Source: an optimization exercise on an open RTL-to-GDS flow (aim: a short achievable clock period and few clock cycles). Production flows keep margins and buffers that such runs may drop.
In this exercise RTL edits were held to simulation tests only and were not proved equivalent to the original.
Power figures rest on the tool's default switching activity, not on a simulated workload.

### run.sh
#!/bin/bash
# synth_recipe.tcl (not shown) runs the flow's synth.tcl, then flattens the netlist and writes it again
# the make line also repeats each setting of config.mk as NAME=value (left out here)
make -C /OpenROAD-flow-scripts/flow DESIGN_CONFIG=/design/flow/config.mk WORK_HOME=/design/flow/orfs CLKGATE_MAP_FILE= SYNTH_SCRIPT=/design/flow/synth_recipe.tcl finish
### config.mk
export PLATFORM = sky130hd
export DESIGN_NAME = rv_core
export DESIGN_NICKNAME = rv_core
export VERILOG_FILES = /design/flow/design.v
export SDC_FILE = /design/flow/constraint.sdc
export NUM_CORES = 4
export LEC_CHECK = 0
export ABC_AREA = 1
export CAP_MARGIN = 20
export CORE_MARGIN = 2
export CORE_UTILIZATION = 40
export CTS_CLUSTER_DIAMETER = 80
export CTS_CLUSTER_SIZE = 24
export SETUP_SLACK_MARGIN = 4
export SLEW_MARGIN = 20
### constraint.sdc
create_clock -name core_clock -period 6.0 [get_ports {clk}]
set_input_delay 1.2000 -clock core_clock [delete_from_list [all_inputs] [get_ports {clk}]]
set_output_delay 1.2000 -clock core_clock [all_outputs]
set_load 0.01 [all_outputs]
### design.v
`default_nettype none
package rv_pkg;
    localparam int xlen       = 32;   
    localparam int reg_addr_w = 5;    
    localparam logic [6:0] opc_itype = 7'b0010011;   
    localparam logic [6:0] opc_rtype = 7'b0110011;   
    localparam logic [6:0] opc_stype = 7'b0100011;   
    typedef logic [xlen-1:0]       word_t;
    typedef logic [reg_addr_w-1:0] reg_idx_t;
    localparam int sel_add  = 0;
    localparam int sel_sub  = 1;
    localparam int sel_sll  = 2;
    localparam int sel_slt  = 3;
    localparam int sel_sltu = 4;
    localparam int sel_xor  = 5;
    localparam int sel_sr   = 6;    
    localparam int sel_or   = 7;
    localparam int sel_and  = 8;
    localparam int sel_w    = 9;
endpackage
`default_nettype wire
`default_nettype none
module fetch_pc (
    input  logic          clk,
    input  logic          rst_n,
    output rv_pkg::word_t imem_addr,
    output logic          valid       
);
    logic [29:0] pc;        
    logic [29:0] pc_next;   
    assign imem_addr = {pc, 2'b00};
    always_ff @(posedge clk or negedge rst_n) begin
        if (!rst_n) begin
            pc      <= 30'd0;
            pc_next <= 30'd1;
            valid   <= 1'b0;
        end else begin
            pc      <= pc_next;
            pc_next <= pc_next + 30'd1;
            valid   <= 1'b1;
        end
    end
endmodule
`default_nettype wire
`default_nettype none
module hazard_ctrl (
    input  rv_pkg::reg_idx_t rs,        
    input  logic             id_wr,     
    input  rv_pkg::reg_idx_t id_rd,
    input  logic             ex_wr,     
    input  rv_pkg::reg_idx_t ex_rd,
    output logic             fwd_ex,    
    output logic             fwd_wb,    
    output logic [31:0]      rf_sel     
);
    always_comb begin
        fwd_ex = id_wr && (id_rd == rs);
        fwd_wb = ex_wr && (ex_rd == rs);
        for (int i = 0; i < 32; i++) begin
            rf_sel[i] = (i != 0) && (rs == 5'(i));
        end
    end
endmodule
`default_nettype wire
`default_nettype none
module decode_unit (
    input  rv_pkg::word_t    insn,
    input  logic             valid,
    output logic             is_imm,    
    output rv_pkg::word_t    imm,
    output logic [rv_pkg::sel_w-1:0] sel,   
    output logic             reg_wr,    
    output logic             store,
    output rv_pkg::reg_idx_t rd
);
    logic [6:0] opcode;
    logic [2:0] funct3;
    logic       bit30;
    logic       is_i, is_r, is_s;
    assign opcode = insn[6:0];
    assign funct3 = insn[14:12];
    assign bit30  = insn[30];
    assign rd     = insn[11:7];
    assign is_i = valid && (opcode == rv_pkg::opc_itype);
    assign is_r = valid && (opcode == rv_pkg::opc_rtype);
    assign is_s = valid && (opcode == rv_pkg::opc_stype);
    assign is_imm = !is_r;
    assign imm    = is_s ? {{20{insn[31]}}, insn[31:25], insn[11:7]}
                         : {{20{insn[31]}}, insn[31:20]};
    assign reg_wr = (is_i || is_r) && (rd != 5'd0);
    assign store  = is_s;
    always_comb begin
        sel = '0;
        if (is_s) begin
            sel[rv_pkg::sel_add] = 1'b1;   
        end else begin
            case (funct3)
                3'b000: begin
                    if (is_r && bit30) sel[rv_pkg::sel_sub] = 1'b1;
                    else               sel[rv_pkg::sel_add] = 1'b1;
                end
                3'b001:  sel[rv_pkg::sel_sll]  = 1'b1;
                3'b010:  sel[rv_pkg::sel_slt]  = 1'b1;
                3'b011:  sel[rv_pkg::sel_sltu] = 1'b1;
                3'b100:  sel[rv_pkg::sel_xor]  = 1'b1;
                3'b101:  sel[rv_pkg::sel_sr]   = 1'b1;
                3'b110:  sel[rv_pkg::sel_or]   = 1'b1;
                default: sel[rv_pkg::sel_and]  = 1'b1;
            endcase
        end
    end
endmodule
`default_nettype wire
`default_nettype none
module reg_file (
    input  logic          clk,
    input  logic [31:0]   sel1,     
    input  logic [31:0]   sel2,
    input  logic          byp1,     
    input  logic          byp2,
    output rv_pkg::word_t rdata1,
    output rv_pkg::word_t rdata2,
    input  logic          we,
    input  rv_pkg::reg_idx_t waddr,
    input  rv_pkg::word_t wdata
);
    rv_pkg::word_t regs [1:31];
    always_ff @(posedge clk) begin
        for (int i = 1; i < 32; i++) begin
            if (we && waddr == 5'(i)) begin
                regs[i] <= wdata;
            end
        end
    end
    always_comb begin
        rdata1 = '0;
        rdata2 = '0;
        for (int i = 1; i < 32; i++) begin
            rdata1 = rdata1 | (regs[i] & {32{sel1[i]}});
            rdata2 = rdata2 | (regs[i] & {32{sel2[i]}});
        end
        if (byp1) rdata1 = wdata;
        if (byp2) rdata2 = wdata;
    end
endmodule
`default_nettype wire
`default_nettype none
module prefix_carry (
    input  logic [31:0] g,
    input  logic [31:0] p,
    input  logic        cin,
    output logic [32:0] c
);
    logic [31:0] gl [0:5];
    logic [31:0] pl [0:5];
    always_comb begin
        gl[0] = g;
        pl[0] = p;
        gl[0][0] = g[0] | (p[0] & cin);   
        for (int l = 0; l < 5; l++) begin
            for (int i = 0; i < 32; i++) begin
                if (i >= (1 << l)) begin
                    gl[l+1][i] = gl[l][i] | (pl[l][i] & gl[l][i - (1 << l)]);
                    pl[l+1][i] = pl[l][i] & pl[l][i - (1 << l)];
                end else begin
                    gl[l+1][i] = gl[l][i];
                    pl[l+1][i] = pl[l][i];
                end
            end
        end
        c[0] = cin;
        for (int i = 0; i < 32; i++) begin
            c[i+1] = gl[5][i];
        end
    end
endmodule
module shift_left (
    input  rv_pkg::word_t a,
    input  logic          fill,
    input  logic [3:0]    sh1,
    input  logic [3:0]    sh4,
    input  logic          sh16,
    output rv_pkg::word_t y
);
    rv_pkg::word_t l0, l1;
    always_comb begin
        for (int k = 0; k < 32; k++) begin
            l0[k] = 1'b0;
            for (int j = 0; j < 4; j++) begin
                l0[k] = l0[k] | (sh1[j] & ((k >= j) ? a[k - j] : fill));
            end
        end
        for (int k = 0; k < 32; k++) begin
            l1[k] = 1'b0;
            for (int j = 0; j < 4; j++) begin
                l1[k] = l1[k] | (sh4[j] & ((k >= 4 * j) ? l0[k - 4 * j] : fill));
            end
        end
        y = sh16 ? {l1[15:0], {16{fill}}} : l1;
    end
endmodule
module alu (
    input  logic [rv_pkg::sel_w-1:0] sel,
    input  logic            cin,     
    input  rv_pkg::word_t   t,
    input  rv_pkg::word_t   g,
    input  rv_pkg::word_t   sa_l,    
    input  logic [3:0]      shl1,
    input  logic [3:0]      shl4,
    input  logic            shl16,
    input  rv_pkg::word_t   sa_r,    
    input  logic            fill,    
    input  logic [3:0]      shr1,
    input  logic [3:0]      shr4,
    input  logic            shr16,
    output rv_pkg::word_t   sum,     
    output rv_pkg::word_t   late,    
    output rv_pkg::word_t   res1,    
    output rv_pkg::word_t   res0,    
    output rv_pkg::word_t   result
);
    rv_pkg::word_t x, sl, srr, rest;
    logic [32:0]   c;
    logic          add, lt1, lt0;
    assign add = sel[rv_pkg::sel_add];
    assign x   = t & ~g;   
    prefix_carry u_add (.g (g), .p (t), .cin (cin), .c (c));
    assign sum = x ^ c[31:0];
    shift_left u_sl (.a (sa_l), .fill (1'b0), .sh1 (shl1), .sh4 (shl4), .sh16 (shl16), .y (sl));
    shift_left u_sr (.a (sa_r), .fill (fill), .sh1 (shr1), .sh4 (shr4), .sh16 (shr16), .y (srr));
    always_comb begin
        for (int k = 0; k < 32; k++) begin
            rest[k] = sl[k] | srr[31 - k]
                    | (sel[rv_pkg::sel_xor] & x[k])
                    | (sel[rv_pkg::sel_or]  & t[k])
                    | (sel[rv_pkg::sel_and] & g[k]);
        end
    end
    assign lt1 = sel[rv_pkg::sel_slt] & !x[31];
    assign lt0 = sel[rv_pkg::sel_sltu] | (sel[rv_pkg::sel_slt] & x[31]);
    always_comb begin
        late[0] = c[32];
        res1[0] = (add & (x[0] ^ cin)) | rest[0] | lt1;
        res0[0] = (add & (x[0] ^ cin)) | rest[0] | lt0;
        for (int k = 1; k < 32; k++) begin
            late[k] = c[k];
            res1[k] = (add & !x[k]) | rest[k];
            res0[k] = (add &  x[k]) | rest[k];
        end
        for (int k = 0; k < 32; k++) begin
            result[k] = late[k] ? res1[k] : res0[k];
        end
    end
endmodule
`default_nettype wire
`default_nettype none
module stage_reg #(
    parameter int width = 1
) (
    input  logic             clk,
    input  logic [width-1:0] d,
    output logic [width-1:0] q
);
    always_ff @(posedge clk) begin
        q <= d;
    end
endmodule
`default_nettype wire
`default_nettype none
module rv_core (
    input  logic          clk,
    input  logic          rst_n,
    output rv_pkg::word_t imem_addr,
    input  rv_pkg::word_t imem_insn,
    output rv_pkg::word_t dmem_addr,
    output rv_pkg::word_t dmem_wdata,
    output logic          dmem_wen
);
    logic          id_valid;
    fetch_pc u_fetch (
        .clk, .rst_n, .imem_addr, .valid (id_valid)
    );
    logic                     f_imm_sel, f_wr, f_store, f_sub, f_sra, f_fw2;
    rv_pkg::word_t            f_imm;
    logic [rv_pkg::sel_w-1:0] f_sel, f_exsel;
    rv_pkg::reg_idx_t         f_rd;
    decode_unit u_decode (
        .insn (imem_insn), .valid (1'b1),
        .is_imm (f_imm_sel), .imm (f_imm), .sel (f_sel),
        .reg_wr (f_wr), .store (f_store), .rd (f_rd)
    );
    assign f_sub = f_sel[rv_pkg::sel_sub] | f_sel[rv_pkg::sel_slt] | f_sel[rv_pkg::sel_sltu];
    assign f_sra = f_sel[rv_pkg::sel_sr] & imem_insn[30];
    always_comb begin
        f_exsel = f_sel;
        f_exsel[rv_pkg::sel_add] = f_sel[rv_pkg::sel_add] | f_sel[rv_pkg::sel_sub];
        f_exsel[rv_pkg::sel_sub] = 1'b0;
    end
    logic                     id_imm_sel, id_wr_any, id_store_any, id_sub, id_sra;
    rv_pkg::word_t            id_imm;
    logic [rv_pkg::sel_w-1:0] id_sel, id_exsel;
    rv_pkg::reg_idx_t         id_rd;
    logic                     id_wr, id_store;
    stage_reg #(.width(32 + 2 * rv_pkg::sel_w + 5 + 5)) u_if_id_dec (
        .clk,
        .d ({f_imm, f_sel, f_exsel, f_rd, f_imm_sel, f_wr, f_store, f_sub, f_sra}),
        .q ({id_imm, id_sel, id_exsel, id_rd, id_imm_sel, id_wr_any, id_store_any, id_sub, id_sra})
    );
    assign id_wr    = id_wr_any & id_valid;
    assign id_store = id_store_any & id_valid;
    logic             ex_wr, ex_store;
    rv_pkg::reg_idx_t ex_rd;
    logic             wb_we;
    rv_pkg::reg_idx_t wb_rd;
    rv_pkg::word_t    wb_data;
    logic        f_fwd1, f_fwd2, f_byp1, f_byp2;
    logic [31:0] f_sel1, f_sel2;
    hazard_ctrl u_hz1 (
        .rs (imem_insn[19:15]), .id_wr, .id_rd, .ex_wr, .ex_rd,
        .fwd_ex (f_fwd1), .fwd_wb (f_byp1), .rf_sel (f_sel1)
    );
    hazard_ctrl u_hz2 (
        .rs (imem_insn[24:20]), .id_wr, .id_rd, .ex_wr, .ex_rd,
        .fwd_ex (f_fwd2), .fwd_wb (f_byp2), .rf_sel (f_sel2)
    );
    logic        d_fwd1, d_fwd2, d_byp1, d_byp2;
    logic        d_fw1a, d_fw1b_n, d_fw2a, d_fw2b_n;
    logic [31:0] d_sel1, d_sel2;
    assign f_fw2 = f_fwd2 & !f_imm_sel;
    stage_reg #(.width(72)) u_if_id (
        .clk,
        .d ({f_fwd1, f_fwd2, f_byp1, f_byp2, f_sel1, f_sel2, f_fwd1, !f_fwd1, f_fw2, !f_fw2}),
        .q ({d_fwd1, d_fwd2, d_byp1, d_byp2, d_sel1, d_sel2, d_fw1a, d_fw1b_n, d_fw2a, d_fw2b_n})
    );
    rv_pkg::word_t rf1, rf2;
    reg_file u_regs (
        .clk,
        .sel1 (d_sel1), .sel2 (d_sel2), .byp1 (d_byp1), .byp2 (d_byp2),
        .rdata1 (rf1), .rdata2 (rf2),
        .we (wb_we), .waddr (wb_rd), .wdata (wb_data)
    );
    rv_pkg::word_t alu_sum, alu_result, alu_late, alu_res1, alu_res0;
    rv_pkg::word_t ex_t, ex_g, ex_sa_l, ex_sa_r, ex_sd;
    logic [3:0]    ex_shl1, ex_shl4, ex_shr1, ex_shr4;
    logic          ex_shl16, ex_shr16, ex_fill, ex_cin;
    logic [rv_pkg::sel_w-1:0] ex_sel;
    logic          id_sll, id_sr;
    logic [31:0]   fw1, fw2;
    assign id_sll = id_sel[rv_pkg::sel_sll];
    assign id_sr  = id_sel[rv_pkg::sel_sr];
    assign fw1 = {{16{!d_fw1b_n}}, {16{d_fw1a}}};
    assign fw2 = {{16{!d_fw2b_n}}, {16{d_fw2a}}};
    rv_pkg::word_t e2, a1, a0, b1, b0;        
    rv_pkg::word_t t1, t0, g1, g0;
    rv_pkg::word_t t_d, g_d, sal_d, sar_d;
    logic [3:0]    oh1, oh4;
    logic          b4;
    assign e2 = id_imm_sel ? id_imm : rf2;
    always_comb begin
        for (int k = 0; k < 32; k++) begin
            a1[k] = fw1[k] ? 1'b1 : rf1[k];
            a0[k] = fw1[k] ? 1'b0 : rf1[k];
            b1[k] = fw2[k] ? !id_sub : (e2[k] ^ id_sub);
            b0[k] = fw2[k] ?  id_sub : (e2[k] ^ id_sub);
            t1[k] = a1[k] | b1[k];
            t0[k] = a0[k] | b0[k];
            g1[k] = a1[k] & b1[k];
            g0[k] = a0[k] & b0[k];
            t_d[k]   = alu_late[k] ? (alu_res1[k] ? t1[k] : t0[k]) : (alu_res0[k] ? t1[k] : t0[k]);
            g_d[k]   = alu_late[k] ? (alu_res1[k] ? g1[k] : g0[k]) : (alu_res0[k] ? g1[k] : g0[k]);
            sal_d[k] = id_sll & (alu_late[k] ? (alu_res1[k] ? a1[k] : a0[k])
                                             : (alu_res0[k] ? a1[k] : a0[k]));
            sar_d[k] = id_sr & (alu_late[31 - k] ? (alu_res1[31 - k] ? a1[31 - k] : a0[31 - k])
                                                 : (alu_res0[31 - k] ? a1[31 - k] : a0[31 - k]));
        end
        for (int j = 0; j < 4; j++) begin
            oh1[j] = fw2[0] ? (alu_result[1:0] == 2'(j)) : (e2[1:0] == 2'(j));
            oh4[j] = fw2[0] ? (alu_result[3:2] == 2'(j)) : (e2[3:2] == 2'(j));
        end
        b4 = fw2[0] ? alu_result[4] : e2[4];
    end
    stage_reg #(.width(160 + 20 + 1 + rv_pkg::sel_w)) u_id_ex (
        .clk,
        .d ({t_d, g_d, sal_d, sar_d,
             oh1 & {4{id_sll}}, oh4 & {4{id_sll}}, b4 & id_sll,
             oh1 & {4{id_sr}},  oh4 & {4{id_sr}},  b4 & id_sr,
             id_sra & (alu_result[31] ? a1[31] : a0[31]),
             d_fwd2 ? alu_result : rf2, id_sub, id_exsel}),
        .q ({ex_t, ex_g, ex_sa_l, ex_sa_r,
             ex_shl1, ex_shl4, ex_shl16, ex_shr1, ex_shr4, ex_shr16, ex_fill,
             ex_sd, ex_cin, ex_sel})
    );
    always_ff @(posedge clk or negedge rst_n) begin
        if (!rst_n) begin
            ex_wr    <= 1'b0;
            ex_store <= 1'b0;
        end else begin
            ex_wr    <= id_wr;
            ex_store <= id_store;
        end
    end
    always_ff @(posedge clk) begin
        ex_rd <= id_rd;
    end
    alu u_alu (
        .sel (ex_sel), .cin (ex_cin), .t (ex_t), .g (ex_g),
        .sa_l (ex_sa_l), .shl1 (ex_shl1), .shl4 (ex_shl4), .shl16 (ex_shl16),
        .sa_r (ex_sa_r), .fill (ex_fill), .shr1 (ex_shr1), .shr4 (ex_shr4), .shr16 (ex_shr16),
        .sum (alu_sum), .late (alu_late), .res1 (alu_res1), .res0 (alu_res0),
        .result (alu_result)
    );
    always_ff @(posedge clk or negedge rst_n) begin
        if (!rst_n) begin
            wb_we    <= 1'b0;
            dmem_wen <= 1'b0;
        end else begin
            wb_we    <= ex_wr;
            dmem_wen <= ex_store;
        end
    end
    always_ff @(posedge clk) begin
        wb_rd      <= ex_rd;
        wb_data    <= alu_result;
        dmem_addr  <= alu_sum;
        dmem_wdata <= ex_sd;
    end
endmodule
`default_nettype wire
==> results of run 1 <==
through the flow:
stage	power (uW)	cells
floorplan	13800	7583
global placement	15600	9730
detailed placement	15600	9731
CTS	22800	10300
global route	23800	10400
finish	23200	10400
registers in the layout, summed over array words and instances (netlist names), 5 cells and up:
name and cells:
wb_rd 5, u_if_id_dec.q 30, ex_rd 5, dmem_addr 32, wb_data 32, u_id_ex.q 186
dmem_wdata 32, u_regs.regs 992, u_fetch.pc 30, u_if_id.q 69, u_fetch.pc_next 30
what timing repair did:
action / in CTS / in global routing
setup buffers: 415 / 62
hold buffers: 0 / 0
gates resized for setup: 1801 / 466
endpoints found under the setup margin: 1157 / 868
cloned: 17 / 0
pin swaps: 429 / 305
path summary, 6_finish.rpt:
path | from | to | slack [ns] | cells past startpoint
worst max-delay path | u_if_id.q[63]$_DFF_P_ | u_id_ex.q[160]$_DFF_P_ | 3.42 | 11
worst min-delay path | u_if_id_dec.q[10]$_DFF_P_ | u_id_ex.q[0]$_DFF_P_ | 0.33 | 0
worst max register to register | u_if_id.q[63]$_DFF_P_ | u_id_ex.q[160]$_DFF_P_ | 3.42 | 11
worst min register to register | u_if_id_dec.q[10]$_DFF_P_ | u_id_ex.q[0]$_DFF_P_ | 0.33 | 0
max in group asynchronous | rst_n | ex_wr$_DFF_PN0_ | 4.59 | 2
min in group asynchronous | rst_n | u_fetch.pc_next[21]$_DFF_PN0_ | 0.44 | 1
layer usage:
metal  track usage, %  vias up  part of all wire [%]
met5                0        -                0.0039
met4             28.5        2                   9.8
met3             13.7     1563                    15
met2             55.9     5683                    41
met1             46.6    30000                    34
li1                 -    26300                     -
layout make-up:
cell class	instances	area, sq um
fillers	14900	80700
flip-flops and latches	1448	39700
multi-input cells	5304	28100
repair buffers	770	8660
well taps	2189	2740
clock buffers	109	2280
inverters	510	2090
clock inverters	38	464
repair inverters	4	30.0
diodes	9	22.5
synthesized netlist by cell type, drive strengths merged:
library cell / n / area (sq um)
a211oi: 8 / 60.1
clkinv: 6 / 22.5
nor2: 727 / 2780
o22ai: 41 / 257
a21oi: 187 / 970
a31oi: 4 / 25.0
nor3b: 3 / 33.8
o22a: 2 / 17.5
o21a: 4 / 30.0
nor4: 21 / 153
conb: 2 / 7.51
buf: 137 / 762
and2: 13 / 81.3
dfstp: 1 / 26.3
o211ai: 13 / 103
o32ai: 1 / 8.76
xnor2: 7 / 61.3
a22oi: 4 / 35.0
nand2: 3151 / 12000
edfxtp: 992 / 29800
a2111o: 1 / 11.3
o221ai: 7 / 61.3
a21boi: 5 / 52.6
or2: 22 / 138
o21bai: 8 / 60.1
ha: 1 / 12.5
nor3: 73 / 412
nand3: 257 / 1350
dfrtp: 64 / 1600
inv: 504 / 1890
nand4: 283 / 1780
dfxtp: 391 / 7830
a22o: 53 / 464
o2111ai: 9 / 78.8
o2111a: 1 / 11.3
clkbuf: 187 / 702
o21ai: 214 / 1090
a221oi: 121 / 1060
xor2: 42 / 383
nand3b: 15 / 116
cell families after synthesis:
group,Yosys count,synth area share [%]
other,2,0.0113
AND/OR/NAND/NOR,4565,28.4
buffers and inverters,834,5.10
flip-flops,1448,59.2
XOR/XNOR,49,0.670
AO/OA/AOI/OAI,683,6.62
adder cells (fa/ha/maj),1,0.0189
power breakdown:
group / internal (uW) / leakage (uW) / switching, uW
Clock: 2950 / 0.00133 / 3670
Combinational: 1460 / 0.0191 / 2780
Sequential: 11500 / 0.0133 / 835
Total: 15900 / 0.0337 / 7280
==> results.cfg, run 1 <==
[status]
outcome = no timing/DRC/antenna violations

[placed_design]
io_buffers = 128
gp_congestion = 1.01
pre_cts_slack_ns = 2.55
place_area_sq_um = 70400
dp_hpwl_um = 195000

[critical_path]
arrival_ns = 3.24
cp-end-kind = flop
max_stage_delay_ns = 0.64
path_buf_inv = 3
required_ns = 6.65
crit_family = simple AND/OR/NAND/NOR gates
cp_slowest_cell = nand4_1
startpoint_type = flop
cp_cell_sequence = buf_8 -> inv_1 -> o21ai_0 -> a221oi_2 -> nand4_1 -> nand2_2 -> nor2_4 -> nor2_1 -> nand2_1 -> nand2_1 -> inv_1
path_max_fanout = 16
crit_type = flop to flop

[power]
p_leak_uw = 0.0337
p_per_area_nw_per_um2 = 276
irDropWorstVdd_mv = 0.295

[cts]
cts_made_buffers = 83
clockRootBuffer = clkbuf_16
htreeDepth = 3
clock_latency_ns = 0.76
clock-sinks = 1448
clockBufferDepth = 3
tritoncts = built
clk_transition_reported_paths_ns = 0.10

[final_layout]
final_common_cell = nand2_1
most-common-layout-cells = 2816 x nand2_1, 992 x edfxtp_1, 542 x nor2_1, 436 x inv_1, 301 x buf_4
final_util_pct = 51.0
syn_to_final_growth_pct = 26.8
fin_area_sq_um = 84100
num-nets-final = 8156
drive_gt1_share_pct = 24.8

[floorplanning]
dieArea_sq_um = 169000
initial_utilization_pct = 40.2
die_w_um = 411
die_h_um = 411
core_sq_um = 165000
rows = 149
ios = 131

[timing]
relSlewSlack_pct = 19.1
timing.fmax_mhz = 387
setup_tns_ns = 0
final_max_slew_viol_count = 0
period_needed_ns = 2.58
setup_viol = 0
worst_pin_slew_ns = 1.21
period_share_pct = 43.0
hold_ws_ns = 0.328
rsz0062_at_grt = true
finClkSkew_ns = 0.0648
setup_slack_ns = 3.42
hold_viol = 0

[grt]
grt_pass1_wl_um = 452000
overflow = 0
first_global_vias = 58500
grt_max_degree = 47
antenna_found_initial = 10
grt_util_all_layers_pct = 38.4

[detailed_routing]
drc = 0
routed_via_density = 6.13
num_vias = 63600
drt_pass1_iterations = 6
drt_iter0_drc = 11600
drt-wirelength-per-cell_um = 32.2
routed_wl_um = 334000
ant_nets = 0

[yosys]
ys_warn_count = 16
ys_seq_area_share_pct = 59.2
syn_avg_cell_area_sq_um = 8.74
synth_seq_cells = 1448
syn-cell-area_sq_um = 66300
synth_cell_type_count = 66
synth_cells = 7582

[min_path]
min_path_type = flop to flop

[run]
maxCapViolCount = 0
Testbench counts, summed over its fixed seeds: cycles 3,080.
==> inputs of run 2 (changes only) <==
--- a/design.v
+++ b/design.v
@@ -28,16 +28,24 @@
 );
     logic [29:0] pc;        
     logic [29:0] pc_next;   
+    logic        run;       
     assign imem_addr = {pc, 2'b00};
     always_ff @(posedge clk or negedge rst_n) begin
         if (!rst_n) begin
+            run   <= 1'b0;
+            valid <= 1'b0;
+        end else begin
+            run   <= 1'b1;
+            valid <= run;
+        end
+    end
+    always_ff @(posedge clk) begin
+        if (!run) begin
             pc      <= 30'd0;
             pc_next <= 30'd1;
-            valid   <= 1'b0;
         end else begin
             pc      <= pc_next;
             pc_next <= pc_next + 30'd1;
-            valid   <= 1'b1;
         end
     end
 endmodule
==> run 2 against run 1 <==
Still clean on timing, DRC and antenna. Register-to-register slack gained 0.13 ns. Area after synthesis grew 0.18%. Clock skew is 0.016 ns lower. Sequential power is essentially flat. Combinational power increased by 2%. Sequential cell count is 1 higher. Fmax grew 4.9%.
==> results.cfg, run 2 <==
[critical_path]
required_ns = 4.80
max_stage_delay_ns = 0.39
cp_slowest_cell = dfrtp_1
crit_family = flip-flops
arrival_ns = 1.26
path_max_fanout = 1
cp_cell_sequence = buf_6
crit_type = flop to output port
startpoint_type = flop
cp-end-kind = output port
path_buf_inv = 1

[yosys]
ys_seq_area_share_pct = 58.7
synth_seq_cells = 1449
yosysMostFrequentCell = nand2_1
synth_top_area_share_pct = 44.9
syn-cell-area_sq_um = 66400
syn_avg_cell_area_sq_um = 8.65
synth-edff-count = 992
yosys-top-cells-area = edfxtp_1 45%, nand2_1 17%, dfxtp_1 14%
ys_warn_count = 16
synthArstFlopShare_pct = 0.414
synth_cell_type_count = 66
synth_top_cell_by_area = edfxtp_1
synthFlopType = edfxtp_1
netlist_top_cells_count = 3088 x nand2_1, 992 x edfxtp_1, 728 x nor2_1
synth_cells = 7675

[final_layout]
most-common-layout-cells = 2715 x nand2_1, 992 x edfxtp_1, 535 x nor2_1, 461 x inv_1, 300 x nand2_2
drive_gt1_share_pct = 26.9
final_common_cell = nand2_1
largest_reg_flops = 992
fin_cells = 10500
num-nets-final = 8247
top_regs = u_regs.regs: 992 flops, u_id_ex.q: 186 flops, u_if_id.q: 69 flops
final_util_pct = 51.8
registers.top_by_ff_count = u_regs.regs
syn_to_final_growth_pct = 28.8

[power]
swShare_pct = 31.9
share_comb_of_total_power_pct = 18.5
irDropWorstVdd_mv = 0.219
internal_power_uw = 16000
p_sw_uw = 7470
power_uw = 23400
p_clk_share_pct = 28.8
p_leak_uw = 0.0341
pwr-share-seq_pct = 52.6
p_per_area_nw_per_um2 = 274

[grt]
antenna_found_initial = 22
grt_pass1_wl_um = 458000
overflow = 0
grt_util_all_layers_pct = 38.8
first_global_vias = 58900
grt_max_degree = 47

[floorplanning]
rows = 149
ios = 131
die_w_um = 411
initial_utilization_pct = 40.2
dieArea_sq_um = 169000
die_h_um = 411
core_sq_um = 165000

[detailed_routing]
drt-wirelength-per-cell_um = 33.0
drt_iter0_drc = 12400
drc = 0
drt_pass1_iterations = 27
ant_nets = 0
num_vias = 65300
routed_via_density = 6.23
routed_wl_um = 346000

[timing]
worst_pin_slew_ns = 1.26
hold_viol = 0
setup_viol = 0
hold_ws_ns = 0.330
period_needed_ns = 2.46
rsz0062_at_grt = true
setup_tns_ns = 0
period_share_pct = 41.0
relSlewSlack_pct = 15.7
timing.fmax_mhz = 406
final_max_slew_viol_count = 0
finClkSkew_ns = 0.0490

[min_path]
min_path_type = flop to flop

[status]
outcome = no timing/DRC/antenna violations

[cts]
cts_made_buffers = 85
htreeDepth = 3
tritoncts = built
clockRootBuffer = clkbuf_16
clk_transition_reported_paths_ns = 0.09
clock_latency_ns = 0.78
clock-sinks = 1449
cts-hold-fix-buffers = 0
clockBufferDepth = 3

[placed_design]
place_inst = 9814
io_buffers = 128
gp_congestion = 1.02
dp_hpwl_um = 195000

[run]
maxCapViolCount = 0
==> run 2: power by group through the flow <==
stage               clock (uW)  combinational [uW]  sequential [uW]
floorplan                    0                1650            12200
global placement             0                3110            12500
detailed placement           0                3120            12500
CTS                       6720                3820            12200
global route              7060                4560            12300
finish                    6750                4340            12300
==> run 2: final cells by class <==
type,count,area (sq um)
repair inverters,6,40.0
clock buffers,101,2240
well taps,2189,2740
multi-input cells,5347,29000
repair buffers,774,9220
fillers,14700,79500
diodes,13,32.5
flip-flops and latches,1449,39400
clock inverters,51,602
inverters,549,2230
==> run 2: final timing paths <==
kind | start | to | slack, ns | cells past startpoint
hold / removal | u_id_ex.q[19]$_DFF_P_ | dmem_wdata[9]$_DFF_P_ | 0.33 | 0
max in group asynchronous | rst_n | wb_we$_DFF_PN0_ | 5.05 | 1
min in group asynchronous | rst_n | ex_wr$_DFF_PN0_ | 0.71 | 1
hold reg to reg | u_id_ex.q[19]$_DFF_P_ | dmem_wdata[9]$_DFF_P_ | 0.33 | 0
setup / recovery | dmem_wen$_DFF_PN0_ | dmem_wen | 3.54 | 1
setup reg to reg | u_if_id.q[45]$_DFF_P_ | u_id_ex.q[108]$_DFF_P_ | 3.55 | 9
==> run 2: what timing repair did <==
item,4_1_cts,5_1_grt
cloned,24,14
resized for setup,1737,743
pin swaps,408,526
setup buffers,348,114
endpoints found under the setup margin,1298,781
==> run 2: kinds of logic (layout without fill, tap and decap cells) <==
logic type               Yosys count  count (layout)  synth area share (%)
AO/OA/AOI/OAI                    746             746                  7.14
XOR/XNOR                          27              27                 0.413
adder cells (fa/ha/maj)            1               1                0.0188
buffers and inverters            882            1481                  5.37
flip-flops                      1449            1449                  58.7
multiplexers                       1               1                0.0151
other                              2              16                0.0113
AND/OR/NAND/NOR                 4567            4569                  28.4
==> run 2: per-stage QoR <==
stage | area (sq um) | worst slack, ns
after floorplan | 66500 | 3.52
after global placement | 70500 | 2.86
after detailed placement | 70500 | 2.87
after CTS | 81500 | 3.50
after global routing | 85500 | 3.50
final | 85500 | 3.54
==> run 2: worst reg2reg max path, stage by stage, from the launching register on <==
cell	delay, ns
dfxtp_4	0.44
buf_12	0.24
nand2_1	0.13
nand4_1	0.16
nor4_2	0.17
nand4_1	0.59
nand2_2	0.32
nor2_4	0.06
a21oi_2	0.15
nor2_1	0.06
==> run 2: per-layer routing <==
layer  track usage, %  vias up  share of wire [%]
met5             1.16        -               0.14
met4             33.0       28                 11
met3             14.6     1965                 15
met2             56.4     6051                 41
met1             45.0    30600                 32
li1                 -    26700                  -
Testbench counts of run 2, summed over its fixed seeds: cycles 3,088.

-- separate check: timing with driven ports --
The flow's constraints put no driver on any port. The routed layouts listed below were extracted and timed again, unchanged, in two steps. Step 1 sets driving cells, clkbuf_16 on the clock port and buf_2 on the other inputs (assumed; they add their load-dependent delay and slew). Step 2, shift: input delay + t, output delay - t, t = (earliest + latest rising clock arrival at the registers) / 2. This alone moves slack from input paths to output paths. Three values: ideal ports, drivers, drivers and shift; two values: the first two.
run | t (ns) | setup slack, ns | hold slack, ns | worst setup path at the end | worst slew at a driven data input, ns
run 1 | 0.811 | 3.418 / 3.418 / 3.322 | 0.328 / 0.328 / 0.328 | input to register | 0.05
run 2 | 0.837 | 3.539 / 3.454 / 3.244 | 0.330 / 0.330 / 0.330 | input to register | 0.06
After both steps every run listed still meets setup and hold. For run 2, which loses most, drivers alone change the setup slack by -0.085 ns; drivers and shift together by -0.295 ns.
